Source: an optimization exercise on an open RTL-to-GDS flow (aim: small area). Production flows keep margins and buffers that such runs may drop.
In this exercise RTL edits were held to simulation tests only and were not proved equivalent to the original.
No activity file was given, so power comes from the tool's default toggle rates.

--- design/flow/design.v ---
package whp_pkg;
   localparam logic [31:0] TAG_RIFF = 32'h4646_4952;
   localparam logic [31:0] TAG_WAVE = 32'h4556_4157;
   localparam logic [31:0] TAG_FMT  = 32'h2074_6D66;
   localparam logic [31:0] TAG_FACT = 32'h7463_6166;
   localparam logic [31:0] TAG_LIST = 32'h5453_494C;
   localparam logic [31:0] TAG_DATA = 32'h6174_6164;
   localparam logic [31:0] FMT_PCM        = 32'd1;
   localparam logic [31:0] FMT_EXTENSIBLE = 32'd65534;
   localparam logic [31:0] FMT_SIZE_BASE  = 32'd16;
   localparam logic [31:0] FMT_SIZE_MID   = 32'd18;
   localparam logic [31:0] FMT_SIZE_EXT   = 32'd40;
   localparam logic [5:0]  FMT_BASE_LEN   = 6'd16;
   localparam logic [31:0] BITS_8  = 32'd8;
   localparam logic [31:0] BITS_16 = 32'd16;
   localparam logic [31:0] BITS_24 = 32'd24;
   localparam logic [31:0] BITS_32 = 32'd32;
   localparam logic [2:0] MAX_CHANNELS_RESET = 3'd6;
   localparam logic [1:0] STYPE_UINT  = 2'd0;
   localparam logic [1:0] STYPE_SINT  = 2'd1;
   localparam logic [1:0] STYPE_FLOAT = 2'd2;
   localparam logic [3:0] ERR_NONE       = 4'd0;
   localparam logic [3:0] ERR_RIFF_TAG   = 4'd1;
   localparam logic [3:0] ERR_RIFF_SIZE  = 4'd2;
   localparam logic [3:0] ERR_WAVE_TAG   = 4'd3;
   localparam logic [3:0] ERR_FMT_TAG    = 4'd4;
   localparam logic [3:0] ERR_FMT_SIZE   = 4'd5;
   localparam logic [3:0] ERR_FORMAT     = 4'd6;
   localparam logic [3:0] ERR_CHANNELS   = 4'd7;
   localparam logic [3:0] ERR_RATE       = 4'd8;
   localparam logic [3:0] ERR_BITS       = 4'd9;
   localparam logic [3:0] ERR_FACT_SIZE  = 4'd10;
   localparam logic [3:0] ERR_LIST_SIZE  = 4'd11;
   localparam logic [3:0] ERR_CHUNK_TAG  = 4'd12;
   localparam logic [3:0] ERR_DATA_SIZE  = 4'd13;
   localparam logic [3:0] ERR_FLOAT_BITS = 4'd14;
   typedef enum logic [4:0] {
      PH_RIFF_TAG  = 5'd0,
      PH_RIFF_SIZE = 5'd1,
      PH_WAVE_TAG  = 5'd2,
      PH_FMT_TAG   = 5'd3,
      PH_FMT_SIZE  = 5'd4,
      PH_FORMAT    = 5'd5,
      PH_CHANNELS  = 5'd6,
      PH_RATE      = 5'd7,
      PH_BYTERATE  = 5'd8,
      PH_ALIGN     = 5'd9,
      PH_BITS      = 5'd10,
      PH_EXT       = 5'd11,
      PH_TAG_A     = 5'd12,
      PH_FACT_SIZE = 5'd13,
      PH_FACT_SKIP = 5'd14,
      PH_TAG_B     = 5'd15,
      PH_LIST_SIZE = 5'd16,
      PH_LIST_SKIP = 5'd17,
      PH_TAG_C     = 5'd18,
      PH_DATA_SIZE = 5'd19,
      PH_PAYLOAD   = 5'd20,
      PH_DONE      = 5'd21,
      PH_ERROR     = 5'd22
   } phase_type;
   typedef struct packed {
      logic        header_done;
      logic [3:0]  error_code;
      logic        is_payload;
      logic [7:0]  payload_byte;
      logic        last_payload;
      logic [2:0]  num_channels;
      logic [30:0] sample_rate;
      logic [2:0]  bytes_per_sample;
      logic [1:0]  sample_type;
      logic [31:0] data_size;
      logic [31:0] data_offset;
   } rsp_type;
endpackage
import whp_pkg::*;
module wav_header_parser (
   input  logic        clock,
   input  logic        reset,
   input  logic        req_valid,
   output logic        req_ready,
   input  logic [7:0]  req_in_byte,
   input  logic        req_start_of_file,
   output logic        rsp_valid,
   input  logic        rsp_ready,
   output logic        rsp_header_done,
   output logic [3:0]  rsp_error_code,
   output logic        rsp_is_payload,
   output logic [7:0]  rsp_payload_byte,
   output logic        rsp_last_payload,
   output logic [2:0]  rsp_num_channels,
   output logic [30:0] rsp_sample_rate,
   output logic [2:0]  rsp_bytes_per_sample,
   output logic [1:0]  rsp_sample_type,
   output logic [31:0] rsp_data_size,
   output logic [31:0] rsp_data_offset,
   input  logic        csr_valid,
   output logic        csr_ready,
   input  logic [2:0]  csr_max_channels
);
   logic [2:0]  max_chan_ff;
   whp_pkg::phase_type   phase_ff;
   whp_pkg::phase_type   phase_in;
   logic [1:0]  idx_ff,     idx_in;
   logic [31:0] shift_ff,   shift_in;
   logic [31:0] skip_ff,    skip_in;
   logic [31:0] riff_ff,    riff_in;
   logic [5:0]  fmt_ff,     fmt_in;
   logic        float_ff,   float_in;
   logic [2:0]  chan_ff,    chan_in;
   logic [30:0] rate_ff,    rate_in;
   logic [5:0]  bits_ff,    bits_in;
   logic [31:0] payrem_ff,  payrem_in;
   logic [31:0] offset_ff,  offset_in;
   logic [3:0]  err_ff,     err_in;
   logic        rsp_valid_ff;
   whp_pkg::rsp_type     rsp_ff;
   whp_pkg::rsp_type     rsp_in;
   logic        start;
   whp_pkg::phase_type   cur_phase;
   logic [1:0]  cur_idx;
   logic [31:0] cur_shift, cur_skip, cur_riff, cur_payrem, cur_offset;
   logic [5:0]  cur_fmt, cur_bits;
   logic        cur_float;
   logic [2:0]  cur_chan;
   logic [30:0] cur_rate;
   logic [3:0]  cur_err;
   logic        accept;
   logic [31:0] field_word;
   logic        short_field, field_last, field_phase;
   logic [31:0] skip_dec, pay_dec;
   logic        skip_end, pay_end;
   logic        nonpos;
   logic        hdr_done;
   assign accept    = req_valid && req_ready;
   assign req_ready = !rsp_valid_ff || rsp_ready;
   assign csr_ready = 1'b1;
   assign start      = req_start_of_file;
   assign cur_phase  = start ? PH_RIFF_TAG : phase_ff;
   assign cur_idx    = start ? 2'd0  : idx_ff;
   assign cur_shift  = start ? 32'd0 : shift_ff;
   assign cur_skip   = start ? 32'd0 : skip_ff;
   assign cur_riff   = start ? 32'd0 : riff_ff;
   assign cur_fmt    = start ? 6'd0  : fmt_ff;
   assign cur_float  = start ? 1'b0  : float_ff;
   assign cur_chan   = start ? 3'd0  : chan_ff;
   assign cur_rate   = start ? 31'd0 : rate_ff;
   assign cur_bits   = start ? 6'd0  : bits_ff;
   assign cur_payrem = start ? 32'd0 : payrem_ff;
   assign cur_offset = start ? 32'd0 : offset_ff;
   assign cur_err    = start ? ERR_NONE : err_ff;
   assign field_word = cur_shift | ({24'd0, req_in_byte} << {cur_idx, 3'b000});
   assign short_field = (cur_phase == PH_FORMAT) || (cur_phase == PH_CHANNELS) ||
                        (cur_phase == PH_ALIGN)  || (cur_phase == PH_BITS);
   assign field_last  = short_field ? (cur_idx == 2'd1) : (cur_idx == 2'd3);
   assign field_phase = (cur_phase <= PH_DATA_SIZE) && (cur_phase != PH_EXT) &&
                        (cur_phase != PH_FACT_SKIP) && (cur_phase != PH_LIST_SKIP);
   assign skip_dec = cur_skip - 32'd1;
   assign skip_end = (skip_dec == 32'd0);
   assign pay_dec  = cur_payrem - 32'd1;
   assign pay_end  = (pay_dec == 32'd0);
   assign nonpos = (field_word == 32'd0) || field_word[31];
   always_comb begin
      phase_in  = cur_phase;
      idx_in    = cur_idx;
      shift_in  = cur_shift;
      skip_in   = cur_skip;
      riff_in   = cur_riff;
      fmt_in    = cur_fmt;
      float_in  = cur_float;
      chan_in   = cur_chan;
      rate_in   = cur_rate;
      bits_in   = cur_bits;
      payrem_in = cur_payrem;
      offset_in = cur_offset + 32'd1;
      err_in    = cur_err;
      hdr_done  = 1'b0;
      if (field_phase) begin
         idx_in   = field_last ? 2'd0  : cur_idx + 2'd1;
         shift_in = field_last ? 32'd0 : field_word;
      end
      unique case (cur_phase)
         PH_PAYLOAD: begin
            payrem_in = pay_dec;
            if (pay_end) phase_in = PH_DONE;
         end
         PH_EXT: begin
            skip_in = skip_dec;
            if (skip_end) phase_in = PH_TAG_A;
         end
         PH_FACT_SKIP: begin
            skip_in = skip_dec;
            if (skip_end) phase_in = PH_TAG_B;
         end
         PH_LIST_SKIP: begin
            skip_in = skip_dec;
            if (skip_end) phase_in = PH_TAG_C;
         end
         PH_DONE, PH_ERROR: begin
         end
         PH_RIFF_TAG: if (field_last) begin
            if (field_word != TAG_RIFF) begin
               err_in = ERR_RIFF_TAG; phase_in = PH_ERROR;
            end else phase_in = PH_RIFF_SIZE;
         end
         PH_RIFF_SIZE: if (field_last) begin
            if (field_word == 32'd0) begin
               err_in = ERR_RIFF_SIZE; phase_in = PH_ERROR;
            end else begin
               riff_in = field_word; phase_in = PH_WAVE_TAG;
            end
         end
         PH_WAVE_TAG: if (field_last) begin
            if (field_word != TAG_WAVE) begin
               err_in = ERR_WAVE_TAG; phase_in = PH_ERROR;
            end else phase_in = PH_FMT_TAG;
         end
         PH_FMT_TAG: if (field_last) begin
            if (field_word != TAG_FMT) begin
               err_in = ERR_FMT_TAG; phase_in = PH_ERROR;
            end else phase_in = PH_FMT_SIZE;
         end
         PH_FMT_SIZE: if (field_last) begin
            if (field_word != FMT_SIZE_BASE && field_word != FMT_SIZE_MID &&
                field_word != FMT_SIZE_EXT) begin
               err_in = ERR_FMT_SIZE; phase_in = PH_ERROR;
            end else begin
               fmt_in = field_word[5:0]; phase_in = PH_FORMAT;
            end
         end
         PH_FORMAT: if (field_last) begin
            if (field_word != FMT_PCM && field_word != FMT_EXTENSIBLE) begin
               err_in = ERR_FORMAT; phase_in = PH_ERROR;
            end else phase_in = PH_CHANNELS;
         end
         PH_CHANNELS: if (field_last) begin
            if (field_word == 32'd0 || field_word > {29'd0, max_chan_ff}) begin
               err_in = ERR_CHANNELS; phase_in = PH_ERROR;
            end else begin
               chan_in = field_word[2:0]; phase_in = PH_RATE;
            end
         end
         PH_RATE: if (field_last) begin
            if (nonpos) begin
               err_in = ERR_RATE; phase_in = PH_ERROR;
            end else begin
               rate_in = field_word[30:0]; phase_in = PH_BYTERATE;
            end
         end
         PH_BYTERATE: if (field_last) phase_in = PH_ALIGN;
         PH_ALIGN:    if (field_last) phase_in = PH_BITS;
         PH_BITS: if (field_last) begin
            if (field_word != BITS_8 && field_word != BITS_16 &&
                field_word != BITS_24 && field_word != BITS_32) begin
               err_in = ERR_BITS; phase_in = PH_ERROR;
            end else begin
               bits_in = field_word[5:0];
               if (cur_fmt > FMT_BASE_LEN) begin
                  skip_in  = {26'd0, cur_fmt - FMT_BASE_LEN};
                  phase_in = PH_EXT;
               end else phase_in = PH_TAG_A;
            end
         end
         PH_TAG_A: if (field_last) begin
            if (field_word == TAG_FACT)      phase_in = PH_FACT_SIZE;
            else if (field_word == TAG_LIST) phase_in = PH_LIST_SIZE;
            else if (field_word == TAG_DATA) phase_in = PH_DATA_SIZE;
            else begin
               err_in = ERR_CHUNK_TAG; phase_in = PH_ERROR;
            end
         end
         PH_FACT_SIZE: if (field_last) begin
            if (nonpos) begin
               err_in = ERR_FACT_SIZE; phase_in = PH_ERROR;
            end else begin
               skip_in  = field_word + {31'd0, field_word[0]};
               float_in = 1'b1;
               phase_in = PH_FACT_SKIP;
            end
         end
         PH_TAG_B: if (field_last) begin
            if (field_word == TAG_LIST)      phase_in = PH_LIST_SIZE;
            else if (field_word == TAG_DATA) phase_in = PH_DATA_SIZE;
            else begin
               err_in = ERR_CHUNK_TAG; phase_in = PH_ERROR;
            end
         end
         PH_LIST_SIZE: if (field_last) begin
            if (nonpos) begin
               err_in = ERR_LIST_SIZE; phase_in = PH_ERROR;
            end else begin
               skip_in  = field_word + {31'd0, field_word[0]};
               phase_in = PH_LIST_SKIP;
            end
         end
         PH_TAG_C: if (field_last) begin
            if (field_word == TAG_DATA) phase_in = PH_DATA_SIZE;
            else begin
               err_in = ERR_CHUNK_TAG; phase_in = PH_ERROR;
            end
         end
         PH_DATA_SIZE: if (field_last) begin
            if (field_word == 32'd0 || field_word > cur_riff) begin
               err_in = ERR_DATA_SIZE; phase_in = PH_ERROR;
            end else if (cur_float && cur_bits != BITS_32[5:0]) begin
               err_in = ERR_FLOAT_BITS; phase_in = PH_ERROR;
            end else begin
               payrem_in = field_word;
               hdr_done  = 1'b1;
               phase_in  = PH_PAYLOAD;
            end
         end
         default: begin
         end
      endcase
   end
   always_comb begin
      rsp_in            = '0;
      rsp_in.error_code = err_in;
      if (cur_phase == PH_PAYLOAD) begin
         rsp_in.is_payload   = 1'b1;
         rsp_in.payload_byte = req_in_byte;
         rsp_in.last_payload = pay_end;
      end
      if (hdr_done) begin
         rsp_in.header_done      = 1'b1;
         rsp_in.num_channels     = cur_chan;
         rsp_in.sample_rate      = cur_rate;
         rsp_in.bytes_per_sample = cur_bits[5:3];
         rsp_in.sample_type      = cur_float ? STYPE_FLOAT :
                                   (cur_bits > BITS_8[5:0]) ? STYPE_SINT : STYPE_UINT;
         rsp_in.data_size        = field_word;
         rsp_in.data_offset      = offset_in;
      end
   end
   always_ff @(posedge clock) begin
      if (reset) begin
         max_chan_ff <= MAX_CHANNELS_RESET;
      end else if (csr_valid && csr_ready) begin
         max_chan_ff <= csr_max_channels;
      end
   end
   always_ff @(posedge clock) begin
      if (reset) begin
         phase_ff  <= PH_RIFF_TAG;
         idx_ff    <= 2'd0;
         shift_ff  <= 32'd0;
         skip_ff   <= 32'd0;
         riff_ff   <= 32'd0;
         fmt_ff    <= 6'd0;
         float_ff  <= 1'b0;
         chan_ff   <= 3'd0;
         rate_ff   <= 31'd0;
         bits_ff   <= 6'd0;
         payrem_ff <= 32'd0;
         offset_ff <= 32'd0;
         err_ff    <= ERR_NONE;
      end else if (accept) begin
         phase_ff  <= phase_in;
         idx_ff    <= idx_in;
         shift_ff  <= shift_in;
         skip_ff   <= skip_in;
         riff_ff   <= riff_in;
         fmt_ff    <= fmt_in;
         float_ff  <= float_in;
         chan_ff   <= chan_in;
         rate_ff   <= rate_in;
         bits_ff   <= bits_in;
         payrem_ff <= payrem_in;
         offset_ff <= offset_in;
         err_ff    <= err_in;
      end
   end
   always_ff @(posedge clock) begin
      if (reset) begin
         rsp_valid_ff <= 1'b0;
      end else if (accept) begin
         rsp_valid_ff <= 1'b1;
      end else if (rsp_ready) begin
         rsp_valid_ff <= 1'b0;
      end
   end
   always_ff @(posedge clock) begin
      if (accept) begin
         rsp_ff <= rsp_in;
      end
   end
   assign rsp_valid            = rsp_valid_ff;
   assign rsp_header_done      = rsp_ff.header_done;
   assign rsp_error_code       = rsp_ff.error_code;
   assign rsp_is_payload       = rsp_ff.is_payload;
   assign rsp_payload_byte     = rsp_ff.payload_byte;
   assign rsp_last_payload     = rsp_ff.last_payload;
   assign rsp_num_channels     = rsp_ff.num_channels;
   assign rsp_sample_rate      = rsp_ff.sample_rate;
   assign rsp_bytes_per_sample = rsp_ff.bytes_per_sample;
   assign rsp_sample_type      = rsp_ff.sample_type;
   assign rsp_data_size        = rsp_ff.data_size;
   assign rsp_data_offset      = rsp_ff.data_offset;
endmodule
--- design/flow/run.sh ---
#!/bin/bash
# synth_recipe.tcl (not shown) runs the flow's synth.tcl, then flattens the netlist and writes it again
# the make line also repeats each setting of config.mk as NAME=value (left out here)
make -C /OpenROAD-flow-scripts/flow DESIGN_CONFIG=/design/flow/config.mk WORK_HOME=/design/flow/orfs CLKGATE_MAP_FILE= SYNTH_SCRIPT=/design/flow/synth_recipe.tcl finish
--- design/flow/config.mk ---
export PLATFORM = sky130hd
export DESIGN_NAME = wav_header_parser
export DESIGN_NICKNAME = wav_header_parser
export VERILOG_FILES = /design/flow/design.v
export SDC_FILE = /design/flow/constraint.sdc
export NUM_CORES = 4
export LEC_CHECK = 0
export CAP_MARGIN = 20
export CORE_MARGIN = 2
export CORE_UTILIZATION = 40
export SLEW_MARGIN = 20
--- design/flow/constraint.sdc ---
create_clock -name core_clock -period 6.0 [get_ports {clock}]
set_input_delay 1.2000 -clock core_clock [delete_from_list [all_inputs] [get_ports {clock}]]
set_output_delay 1.2000 -clock core_clock [all_outputs]
set_load 0.01 [all_outputs]
==> summary.txt <==
sequential cells by signal, indices dropped and copies added, names as in the netlist, 2 cells and up:
register     count
rsp_ff         118
offset_ff       32
payrem_ff       32
riff_ff         32
shift_ff        32
skip_ff         32
rate_ff         31
bits_ff          6
fmt_ff           6
phase_ff         5
err_ff           4
chan_ff          3
max_chan_ff      3
idx_ff           2
routing by layer:
layer	GRT usage	up-vias	part of all wire
met1	0.405	10100	0.42
met5	0	-	0.00013
met4	0.115	2	0.039
met2	0.469	1143	0.45
met3	0.0570	189	0.090
li1	-	9414	-
area by class of cell:
class / count / area (sq um)
Sequential cell: 340 / 7990
Inverter: 53 / 205
Clock buffer: 59 / 1170
Multi-Input combinational cell: 1939 / 11700
Tap cell: 680 / 851
Timing Repair Buffer: 244 / 2220
Fill cell: 4938 / 26900
Clock inverter: 17 / 249
worst register-to-register path: stages, from the launching register on:
cell and delay [ns]:
dfxtp_1 0.98, buf_4 0.36, nand3b_1 0.19, a21oi_2 0.47, ha_1 0.34, a21oi_1 0.18, o21ai_0 0.10, a21oi_1 0.13
o21ai_0 0.18, nor4bb_1 0.31, nor2_1 0.14, nor2_1 0.18, buf_4 0.33, o22ai_1 0.19, buf_4 0.23, a222oi_1 0.35
inv_1 0.07
synth_stat cells, drive strengths merged (43+ instances only):
master | n | area, sq um
nor2 | 331 | 1250
nand2 | 253 | 955
dfxtp | 222 | 4440
o21ai | 184 | 925
a21oi | 153 | 785
clkbuf | 128 | 480
edfxtp | 118 | 3540
a22oi | 110 | 826
nand3 | 81 | 405
xnor2 | 74 | 648
nor3 | 73 | 365
buf | 67 | 387
and2 | 63 | 394
inv | 52 | 195
nor2b | 44 | 278
ha | 43 | 538
worst paths after layout:
| kind | endpoint | slack, ns | startpoint | depth (start not counted) |
|---|---|---|---|---|
| worst min register to register | shift_ff[26]$_SDFFE_PP0P_ | 0.46 | shift_ff[26]$_SDFFE_PP0P_ | 2 |
| worst min-delay path | shift_ff[26]$_SDFFE_PP0P_ | 0.46 | shift_ff[26]$_SDFFE_PP0P_ | 2 |
| worst max register to register | payrem_ff[28]$_SDFFE_PP0P_ | 1.16 | idx_ff[1]$_SDFFE_PP0P_ | 16 |
| worst max-delay path | payrem_ff[28]$_SDFFE_PP0P_ | 0.93 | req_in_byte[7] | 17 |
per-stage QoR:
step / instances / utilization / hold slack, ns / total power, mW / cell area [sq um]
after floorplan: 2527 / - / 0.431 / 3.09 / 20700
after global placement: 3256 / 0.448 / 0.440 / 3.45 / 22900
after detailed placement: 3256 / 0.448 / 0.449 / 3.45 / 22900
after CTS: 3332 / 0.475 / 0.457 / 6.07 / 24300
after global routing: 3332 / 0.476 / 0.487 / 6.25 / 24300
final: 3332 / 0.476 / 0.461 / 6.05 / 24300
report_power, final:
group | leakage (nW) | switching, mW | internal [mW] | total, mW
sequential | 2.98 | 0.0453 | 2.44 | 2.48
combinational | 4.95 | 0.627 | 0.321 | 0.948
clock | 0.692 | 1.06 | 1.56 | 2.62
total | 8.62 | 1.74 | 4.32 | 6.05
kinds of logic after synthesis:
kind of cell    after synthesis  synth area share
flops                       340             0.386
xor+xnor                    101            0.0428
mux                          17           0.00865
buf+inv                     248            0.0515
compound gates              701             0.225
simple gates               1076             0.260
fa+ha+maj                    43            0.0260
other cells                   1          0.000181
==> run_results.csv <==
group,metric,value,unit
finish,final_layout_size_suffix_gt1_frac,0.0916,
setup_path,crit_family,"compound AO/OA/AOI/OAI gates",
clock_tree,cts.sinks,340,
placement,io_buffers,136,
timing,finClkSkew,0.0311,ns
power_and_ir_drop,ir_drop,0.172,mV
clock_tree,htreeDepth,2,
clock_tree,cts_tree,"done",
finish,final_common_cell,"nor2_1",
floorplan,ios,138,
power_and_ir_drop,p_leak,8.62,nW
global_route,antenna_found_initial,2,
hold_path,hp-class,"flip-flop to flip-flop",
timing,finalSetupViolations,0,
setup_path,critPathCaptureType,"flip-flop",
logic_synthesis,ys_ff_latch,340,
timing,final_hold_viol_count,0,
logic_synthesis,seq_area_frac_synth,0.386,
detailed_routing,route.detailed.drc,0,
finish,syn_to_final_growth,17.7,%
placement,dp_hpwl,59000,um
flow_run,maxCapViolCount,0,
clock_tree,cts_buffer_depth,3,
logic_synthesis,synth_edf_count,118,
finish,fin_nets,2679,
timing,finalWorstSetupSlack,0.930,ns
logic_synthesis,netlist_area,0.0207,sq mm
global_route,grt_pass1_wl,122000,um
timing,worstMarginPinSlew,1.04,ns
clock_tree,cts_resized,0,
setup_path,crit_path_top_delay_cell,"clkdlybuf4s50_1",
global_route,overflow,0,
global_route,grt_max_degree,103,
clock_tree,root_buffer,"clkbuf_16",
finish,final_cell_mix,"nor2_1 (329), nand2_1 (249), dfxtp_1 (222)",
floorplan,design.core.area,0.0512,sq mm
clock_tree,cts.clk_slew.worst_paths,0.06,ns
logic_synthesis,yosys_warnings,1,
detailed_routing,viasPerCell,6.27,
placement,place_congestion,1.03,
setup_path,required,6.48,ns
setup_path,cp.arrival,5.55,ns
global_route,first_global_vias,19200,
floorplan,rows,83,
setup_path,slowest_delay,0.64,ns
detailed_routing,drt-total-wl,82200,um
floorplan,fp.dieH,231,um
power_and_ir_drop,p_per_area,249,mW/mm^2
logic_synthesis,syn_avg_cell_area,8.19,sq um
detailed_routing,first_iter_violations,2503,
logic_synthesis,synthCells,2527,
floorplan,die-width,231,um
detailed_routing,antenna_left,0,
timing,rsz0062_at_grt,"false",
logic_synthesis,synth_nets,2587,
clock_tree,cts_buffers,41,
timing,fin_crit_sh,0.845,
floorplan,initial_core_util,0.404,
timing,finalCriticalPeriod,5.07,ns
timing,finalSetupTns,0,ns
placement,pre_cts_slack,0.446,ns
detailed_routing,drt_first_pass_iters,6,
clock_tree,hold_buffers,0,
floorplan,die_area,0.0536,sq mm
clock_tree,clk_latency,0.60,ns
detailed_routing,vias,20900,
timing,relSlewSlack,0.287,
timing,max_freq,197,MHz
logic_synthesis,synth_cell_type_count,109,
finish,antenna_cells,0,
setup_path,cp_cell_sequence,"clkdlybuf4s50_1 > buf_4 > a21oi_1 > nor2_1 > ha_1 > a211oi_1 > o21ai_0 > a21oi_1 > o21ai_0 > nor4bb_1 > nor2_1 > nor2_1 > buf_4 > o22ai_1 > buf_4 > a222oi_1 > inv_1",
clock_tree,post-cts-setup-buffer-count,0,
logic_synthesis,async_flop_share,0,
setup_path,cp_max_fo,20,
global_route,grt_use_total,0.299,
setup_path,crit_path_start_kind,"input pin",
outcome,status,"no timing/DRC/antenna violations",
timing,slew_violations,0,
setup_path,path_buf_inv,5,
logic_synthesis,synth_flop_cell,"dfxtp_1",
detailed_routing,routedWlPerCell,24.7,um
setup_path,crit_type,"input pin to flip-flop",

separate check: timing with driven ports:
Ports are ideal in the flow. The routed layout listed here was re-timed in OpenROAD. Step 1 assumes that a clkbuf_16 drives the clock port and a buf_2 every other input. Step 2 adds t to the input delays and takes it off the output delays; t is the mean of the earliest and latest rising clock arrival at the registers after step 1. Input paths then give back, and output paths get back, about the clock's delay inside the block. Three values: no drivers, after step 1, after step 2; two values: the first two.
shift t [ns]: 0.641
setup slack, ns: 0.930 / 0.967 / 0.326
worst slew at a driven data input, ns: 0.04
After both steps setup and hold are still met in this run. The setup slack of this run moves by +0.037 ns with the drivers and by -0.604 ns with both steps.
